From an optimization exercise on the open Yosys and OpenROAD flow, aimed at small area, a short achievable clock period and few clock cycles; shortcuts taken in it are not production practice. In this exercise RTL edits were held to simulation tests only and were not proved equivalent to the original. Power and IR drop assume default switching activity.

==> flow/design.v <==
package tfacc_pkg;
   typedef logic [127:0] u128_t;
   localparam logic [2:0] AXI_SIZE_16B   = 3'b100;
   localparam logic [1:0] AXI_BURST_INCR = 2'b01;
endpackage
module tfacc_rfifo
#(
   parameter int DEPTH = 15,
   parameter int W     = 129
)(
   input  logic          clk,
   input  logic          xrst,
   input  logic          i_wr_vld,
   input  logic [W-1:0]  i_wr_dat,
   input  logic          i_fin,      
   output logic          o_vld,
   output logic [W-1:0]  o_dat,
   output logic          o_last,     
   input  logic          i_rdy
);
   logic [W-1:0]     r_mem [0:DEPTH-1];
   logic [DEPTH-1:0] r_wptr;
   logic [DEPTH-1:0] r_rptr;
   logic             r_ne;       
   logic             r_full;     
   logic             w_ld;
   logic             w_rd;
   logic             w_one;      
   logic             w_almost;   
   logic [W-1:0]     w_head;
   assign w_ld     = !o_vld || i_rdy;
   assign w_rd     = r_ne && w_ld;
   assign w_one    = |({r_rptr[DEPTH-2:0], r_rptr[DEPTH-1]} & r_wptr);
   assign w_almost = |({r_wptr[DEPTH-2:0], r_wptr[DEPTH-1]} & r_rptr);
   always_comb begin
      w_head = '0;
      for (int i = 0; i < DEPTH; i++) w_head = w_head | (r_mem[i] & {W{r_rptr[i]}});
   end
   always_ff @(posedge clk) begin
      if (!xrst) begin
         r_wptr <= DEPTH'(1);
         r_rptr <= DEPTH'(1);
         r_ne   <= 1'b0;
         r_full <= 1'b0;
         o_vld  <= 1'b0;
      end else begin
         if (i_wr_vld) r_wptr <= {r_wptr[DEPTH-2:0], r_wptr[DEPTH-1]};
         if (w_rd)     r_rptr <= {r_rptr[DEPTH-2:0], r_rptr[DEPTH-1]};
         r_ne   <= i_wr_vld || (r_ne && !(w_rd && w_one));
         r_full <= (r_full && !(w_rd && !i_wr_vld)) || (i_wr_vld && !w_rd && w_almost);
         if (w_ld) o_vld <= r_ne;
      end
   end
   always_ff @(posedge clk) begin
      if (w_ld) begin
         o_dat  <= w_head;
         o_last <= w_one && i_fin;
      end
   end
   always_ff @(posedge clk) begin
      for (int i = 0; i < DEPTH; i++)
         if (r_wptr[i] && !r_full) r_mem[i] <= i_wr_dat;
   end
endmodule
module tfacc_rd_burst
#(
   parameter int NENT = 15
)(
   input  logic         clk,
   input  logic         xrst,
   input  logic         cmd_valid,
   output logic         cmd_ready,
   input  logic [39:0]  cmd_adr,
   input  logic [19:0]  cmd_len,
   output logic         busy,
   output logic         done,
   output logic         err,
   output logic [3:0]   M00_AXI_ARID,
   output logic [39:0]  M00_AXI_ARADDR,
   output logic [7:0]   M00_AXI_ARLEN,
   output logic [2:0]   M00_AXI_ARSIZE,
   output logic [1:0]   M00_AXI_ARBURST,
   output logic         M00_AXI_ARVALID,
   input  logic         M00_AXI_ARREADY,
   input  logic [127:0] M00_AXI_RDATA,
   input  logic [1:0]   M00_AXI_RRESP,
   input  logic         M00_AXI_RLAST,
   input  logic         M00_AXI_RVALID,
   output logic         M00_AXI_RREADY,
   output logic [127:0] od,
   output logic         ovalid,
   input  logic         oready,
   output logic         olast
);
   localparam int CAP = NENT + 1;
   localparam int KW  = $clog2(CAP + 1);
   logic          s_idle, s_c1, s_c2, s_wait, s_ar, s_drain;
   logic          r_busy;
   logic [39:4]   r_adr;        
   logic [19:0]   r_rem;        
   logic [4:0]    r_m5;         
   logic [3:0]    r_m4;         
   logic          r_le16;       
   logic          r_pg;         
   logic [4:0]    r_b5;         
   logic [3:0]    r_b4;         
   logic [4:0]    r_blen;       
   logic [3:0]    r_arlen;      
   logic          r_islast;     
   logic          r_cross;      
   logic          r_alliss;     
   logic [KW-1:0] r_credit;     
   logic [CAP-1:0] r_bo;        
   logic          r_done;
   logic          r_err;
   logic          w_hs;
   logic          w_pop;
   logic          w_ok0;
   logic          w_ok1;
   logic          w_res;
   logic          w_wr;
   logic          w_rl;
   logic          w_useb;
   logic [KW-1:0] w_cr_p;
   logic [KW-1:0] w_cr_r;
   logic [KW-1:0] w_cr_pr;
   assign w_hs   = s_ar && M00_AXI_ARREADY;
   assign w_pop  = ovalid && oready;
   assign w_ok0  = (r_credit >= KW'(r_blen));
   assign w_ok1  = ((r_credit + KW'(1)) >= KW'(r_blen));
   assign w_res  = s_wait && (w_ok0 || (w_pop && w_ok1));
   assign w_cr_p  = r_credit + KW'(1);
   assign w_cr_r  = r_credit - KW'(r_blen);
   assign w_cr_pr = r_credit + KW'(1) - KW'(r_blen);
   assign w_wr   = M00_AXI_RVALID && r_bo[0];
   assign w_rl   = w_wr && M00_AXI_RLAST;
   assign w_useb = r_pg && (r_b5 < r_m5);
   assign cmd_ready       = s_idle;
   assign busy            = r_busy;
   assign done            = r_done;
   assign err             = r_err;
   assign M00_AXI_ARID    = 4'd0;
   assign M00_AXI_ARADDR  = {r_adr, 4'd0};
   assign M00_AXI_ARLEN   = {4'd0, r_arlen};
   assign M00_AXI_ARSIZE  = tfacc_pkg::AXI_SIZE_16B;
   assign M00_AXI_ARBURST = tfacc_pkg::AXI_BURST_INCR;
   assign M00_AXI_ARVALID = s_ar;
   assign M00_AXI_RREADY  = 1'b1;
   tfacc_rfifo #(
      .DEPTH(NENT),
      .W    (128)
   ) u_rfifo (
      .clk      (clk),
      .xrst     (xrst),
      .i_wr_vld (w_wr),
      .i_wr_dat (M00_AXI_RDATA),
      .i_fin    (r_alliss && !r_bo[0]),
      .o_vld    (ovalid),
      .o_dat    (od),
      .o_last   (olast),
      .i_rdy    (oready)
   );
   always_ff @(posedge clk) begin
      if (!xrst) begin
         s_idle   <= 1'b1;
         s_c1     <= 1'b0;
         s_c2     <= 1'b0;
         s_wait   <= 1'b0;
         s_ar     <= 1'b0;
         s_drain  <= 1'b0;
         r_busy   <= 1'b0;
         r_alliss <= 1'b0;
         r_credit <= KW'(CAP);
         r_bo     <= '0;
         r_done   <= 1'b0;
         r_err    <= 1'b0;
      end else begin
         r_done <= 1'b0;
         case ({w_pop, w_res})
            2'b10:   r_credit <= w_cr_p;
            2'b01:   r_credit <= w_cr_r;
            2'b11:   r_credit <= w_cr_pr;
            default: ;
         endcase
         case ({w_hs, w_rl})
            2'b10:   r_bo <= {r_bo[CAP-2:0], 1'b1};
            2'b01:   r_bo <= {1'b0, r_bo[CAP-1:1]};
            default: ;
         endcase
         if (w_wr && (M00_AXI_RRESP != 2'b00)) r_err <= 1'b1;
         if (s_idle && cmd_valid) begin
            s_idle   <= 1'b0;
            r_busy   <= 1'b1;
            s_c1     <= 1'b1;
            r_err    <= 1'b0;
            r_alliss <= 1'b0;
         end
         if (s_c1) begin
            s_c1 <= 1'b0;
            if (r_rem == '0) begin
               r_done <= 1'b1;
               s_idle <= 1'b1;
               r_busy <= 1'b0;
            end else begin
               s_c2 <= 1'b1;
            end
         end
         if (s_c2) begin
            s_c2   <= 1'b0;
            s_wait <= 1'b1;
         end
         if (w_res) begin
            s_wait <= 1'b0;
            s_ar   <= 1'b1;
         end
         if (w_hs) begin
            s_ar     <= 1'b0;
            s_c1     <= !r_islast;
            s_drain  <= r_islast;
            r_alliss <= r_islast;
         end
         if (s_drain && w_pop && olast) begin
            s_drain <= 1'b0;
            s_idle  <= 1'b1;
            r_busy  <= 1'b0;
            r_done  <= 1'b1;
         end
      end
   end
   always_ff @(posedge clk) begin
      if (s_idle) begin
         r_adr <= cmd_adr[39:4];
         r_rem <= cmd_len;
      end else if (w_hs) begin
         r_adr[11:4]  <= r_adr[11:4] + 8'(r_blen);
         if (r_cross) r_adr[39:12] <= r_adr[39:12] + 28'd1;
         r_rem <= r_rem - 20'(r_blen);
      end
      if (s_c1) begin
         r_m5   <= (r_rem[19:4] != '0) ? 5'd16 : {1'b0, r_rem[3:0]};
         r_m4   <= (r_rem[19:4] != '0) ? 4'd15 : (r_rem[3:0] - 4'd1);
         r_le16 <= !((r_rem[19:5] != '0) || (r_rem[4] && (r_rem[3:0] != '0)));
         r_pg   <= (r_adr[11:8] == 4'hF);
         r_b5   <= 5'd16 - {1'b0, r_adr[7:4]};
         r_b4   <= 4'd15 - r_adr[7:4];
      end
      if (s_c2) begin
         r_blen   <= w_useb ? r_b5 : r_m5;
         r_arlen  <= w_useb ? r_b4 : r_m4;
         r_islast <= r_le16 && (!r_pg || (r_m5 <= r_b5));
         r_cross  <= r_pg && (r_b5 <= r_m5);
      end
   end
endmodule
export LEC_CHECK = 0
export ABC_CLOCK_PERIOD_IN_PS = 2000
export CAP_MARGIN = 20
export CORE_MARGIN = 2
export CORE_UTILIZATION = 80
export CTS_CLUSTER_DIAMETER = 100
export CTS_CLUSTER_SIZE = 25
export SETUP_SLACK_MARGIN = 4.3
export SLEW_MARGIN = 20
create_clock -name core_clock -period 7.0 [get_ports {clk}]
run.sh (not shown) runs the stock make flow with config.mk's settings and CLKGATE_MAP_FILE= SYNTH_SCRIPT=/design/flow/synth_recipe.tcl, a recipe that flattens the netlist after the stock synthesis.
The first run finished clean.
Testbench counts at the start, summed over its fixed seeds: cycles 303,354.
Next try:
==> flow/flow/run.sh (new file) <==
#!/bin/bash
# Standard layout with two changes:
#  - port buffers are buf_1 cells (the standard flow's pick, clkdlybuf4s50_1, is larger);
#  - after placement, each output port's buffer is moved next to the register driving it, so
#    the register drives a short wire and the buffer drives the wire to the pin.
# Each tool's output goes to a log file of its own in this folder.
set -euo pipefail
W=$(pwd)
R=$W/orfs/results/${FLOW_PLATFORM}/tfacc_rd_burst/base
PB="BUFFER_PORTS_ARGS=-buffer_cell sky130_fd_sc_hd__buf_1"
bash standard.sh place "$PB" > flow_1_place.log 2>&1
MOVE_ODB=$R/3_place.odb openroad -no_init -exit flow/move_obuf.tcl > flow_2_move_obuf.log 2>&1
bash standard.sh finish "$PB" > flow_3_finish.log 2>&1
==> flow/flow/move_obuf.tcl (new file) <==
# Move each output port's buffer next to the register that drives it, so the register
# drives a short wire and the (stronger) buffer drives the long wire to the pin.
set odb $::env(MOVE_ODB)
read_db $odb
set block [ord::get_db_block]
set n 0
foreach bterm [$block getBTerms] {
  if {[$bterm getIoType] ne "OUTPUT"} { continue }
  set net [$bterm getNet]
  if {$net eq "NULL" || $net eq ""} { continue }
  set buf ""
  foreach it [$net getITerms] { if {[$it isOutputSignal]} { set buf [$it getInst] } }
  if {$buf eq ""} { continue }
  if {![string match "*buf*" [[$buf getMaster] getName]]} { continue }
  set a [$buf findITerm A]
  if {$a eq "NULL" || $a eq ""} { continue }
  set innet [$a getNet]
  set drv ""
  foreach it [$innet getITerms] { if {[$it isOutputSignal]} { set drv [$it getInst] } }
  if {$drv eq ""} { continue }
  if {![string match "*df*" [[$drv getMaster] getName]]} { continue }
  set loc [$drv getLocation]
  $buf setLocation [lindex $loc 0] [lindex $loc 1]
  incr n
}
puts "moved $n output buffers"
detailed_placement
check_placement
write_db $odb
==> flow/standard.sh (new file) <==
#!/bin/bash
# synth_recipe.tcl (not shown) runs the flow's synth.tcl, then flattens the netlist and writes it again
# the make line also repeats each setting of config.mk as NAME=value (left out here)
make -C /OpenROAD-flow-scripts/flow DESIGN_CONFIG=/design/flow/config.mk WORK_HOME=/design/flow/orfs CLKGATE_MAP_FILE= SYNTH_SCRIPT=/design/flow/synth_recipe.tcl "${@:-finish}"
- CORE_UTILIZATION: 80 -> 70
- SETUP_SLACK_MARGIN: 4.3 -> 4.5
removed: flow/run.sh
The changed run finished with timing, DRC and antenna clean. Worst setup slack improved by 190 ps. Area after synthesis does not change. Clock power came out higher by about 1%. First-iteration DRC count decreases by 26%. Total power stays flat. Die area increases by 14%. Combinational power is lower by 3.2%. Core utilization fell by 11 points. Global-route usage decreases by 6.3 points. Wire length went down by 3.9%. Count of clock-buffer cells in the layout came out higher by 2.
Next try:
==> flow/run.sh (new file) <==
#!/bin/bash
# synth_recipe.tcl (not shown) runs the flow's synth.tcl, then flattens the netlist and writes it again
# the make line also repeats each setting of config.mk as NAME=value (left out here)
make -C /OpenROAD-flow-scripts/flow DESIGN_CONFIG=/design/flow/config.mk WORK_HOME=/design/flow/orfs CLKGATE_MAP_FILE= SYNTH_SCRIPT=/design/flow/synth_recipe.tcl finish
removed: flow/flow/run.sh
removed: flow/flow/move_obuf.tcl
removed: flow/standard.sh
Outcome: Cell count hardly moves. Die area does not change. Wire length fell by about 0.7%. Setup slack gets worse by 160 ps. Clock-buffer cell count went up by 8. Combinational power is higher by about 1%. Total power goes down by 0.58%. Non-clock buffer count grows by 1. Global-route usage drops by 0.29 points.
Next try:
==> flow/flow/run.sh (new file) <==
#!/bin/bash
# Standard layout with two changes:
#  - port buffers are buf_1 cells (the standard flow's pick, clkdlybuf4s50_1, is larger);
#  - after placement, each output port's buffer is moved next to the register driving it, so
#    the register drives a short wire and the buffer drives the wire to the pin.
# Each tool's output goes to a log file of its own in this folder.
set -euo pipefail
W=$(pwd)
R=$W/orfs/results/${FLOW_PLATFORM}/tfacc_rd_burst/base
PB="BUFFER_PORTS_ARGS=-buffer_cell sky130_fd_sc_hd__buf_1"
bash standard.sh place "$PB" > flow_1_place.log 2>&1
MOVE_ODB=$R/3_place.odb openroad -no_init -exit flow/move_obuf.tcl > flow_2_move_obuf.log 2>&1
bash standard.sh finish "$PB" > flow_3_finish.log 2>&1
==> flow/flow/move_obuf.tcl (new file) <==
# Move each output port's buffer next to the register that drives it, so the register
# drives a short wire and the (stronger) buffer drives the long wire to the pin.
set odb $::env(MOVE_ODB)
read_db $odb
set block [ord::get_db_block]
set n 0
foreach bterm [$block getBTerms] {
  if {[$bterm getIoType] ne "OUTPUT"} { continue }
  set net [$bterm getNet]
  if {$net eq "NULL" || $net eq ""} { continue }
  set buf ""
  foreach it [$net getITerms] { if {[$it isOutputSignal]} { set buf [$it getInst] } }
  if {$buf eq ""} { continue }
  if {![string match "*buf*" [[$buf getMaster] getName]]} { continue }
  set a [$buf findITerm A]
  if {$a eq "NULL" || $a eq ""} { continue }
  set innet [$a getNet]
  set drv ""
  foreach it [$innet getITerms] { if {[$it isOutputSignal]} { set drv [$it getInst] } }
  if {$drv eq ""} { continue }
  if {![string match "*df*" [[$drv getMaster] getName]]} { continue }
  set loc [$drv getLocation]
  $buf setLocation [lindex $loc 0] [lindex $loc 1]
  incr n
}
puts "moved $n output buffers"
detailed_placement
check_placement
write_db $odb
==> flow/standard.sh (new file) <==
#!/bin/bash
# synth_recipe.tcl (not shown) runs the flow's synth.tcl, then flattens the netlist and writes it again
# the make line also repeats each setting of config.mk as NAME=value (left out here)
make -C /OpenROAD-flow-scripts/flow DESIGN_CONFIG=/design/flow/config.mk WORK_HOME=/design/flow/orfs CLKGATE_MAP_FILE= SYNTH_SCRIPT=/design/flow/synth_recipe.tcl "${@:-finish}"
- SETUP_SLACK_MARGIN: 4.5 -> 5.0
removed: flow/run.sh
=>
- combinational power climbs by 15%
- sequential power hardly moves
- die area stays the same
- power increases by about 1%
- first-iteration DRC count came out higher by 27%
Next try:
- SETUP_SLACK_MARGIN: 5.0 -> 3.8
After rerunning: Total power is lower by about 1.9%; worst setup slack is worse by 360 ps; count of clock-buffer cells in the layout came out lower by 1; final cell count falls by 3.4%; area after synthesis is unchanged.
Next try:
- SETUP_SLACK_MARGIN: 3.8 -> 4.2
Outcome: The changed run produced a clean layout. Maximum frequency rose by about 12%. Setup slack improves by 330 ps. Design area is about the same. Worst hold slack is worse by 4.4 ps. Clock-buffer cell count goes up by 1.

separate check: timing with driven ports:
No port has a modelled driver above. Below, the same layouts with a new extraction and two added sets of constraints. Step 1 sets driving cells, clkbuf_16 on the clock port and buf_2 on the other inputs (assumed; they add their load-dependent delay and slew). Step 2 adds t to the input delays and takes it off the output delays; t is the mean of the earliest and latest rising clock arrival at the registers after step 1. Input paths then give back, and output paths get back, about the clock's delay inside the block. a / b / c = ideal ports / drivers / drivers and shift; a / b = the first two.
| run | shift t [ns] | setup WS [ns] | hold WS [ns] | worst setup path at the end | slew at the worst register clock pin (ns) |
|---|---|---|---|---|---|
| the first run | 0.806 | 4.087 / 4.003 / 3.588 | 0.458 / 0.458 / 0.458 | input to register | 0.11 / 0.11 |
| the second run | 0.802 | 4.276 / 4.194 / 3.783 | 0.472 / 0.472 / 0.472 | input to register | 0.10 / 0.10 |
| the third run | 0.781 | 4.115 / 4.038 / 3.707 | 0.474 / 0.474 / 0.474 | input to register | 0.11 / 0.11 |
| the fourth run | 0.806 | 4.244 / 4.165 / 4.189 | 0.475 / 0.475 / 0.475 | input to register | 0.11 / 0.11 |
| the fifth run | 0.786 | 3.887 / 3.810 / 3.312 | 0.461 / 0.461 / 0.461 | input to register | 0.10 / 0.10 |
| the sixth run | 0.795 | 4.213 / 4.134 / 3.631 | 0.457 / 0.457 / 0.457 | input to register | 0.11 / 0.11 |
After both steps every run listed still meets setup and hold. For the sixth run, which loses most, drivers alone change the setup slack by -0.079 ns; drivers and shift together by -0.582 ns.
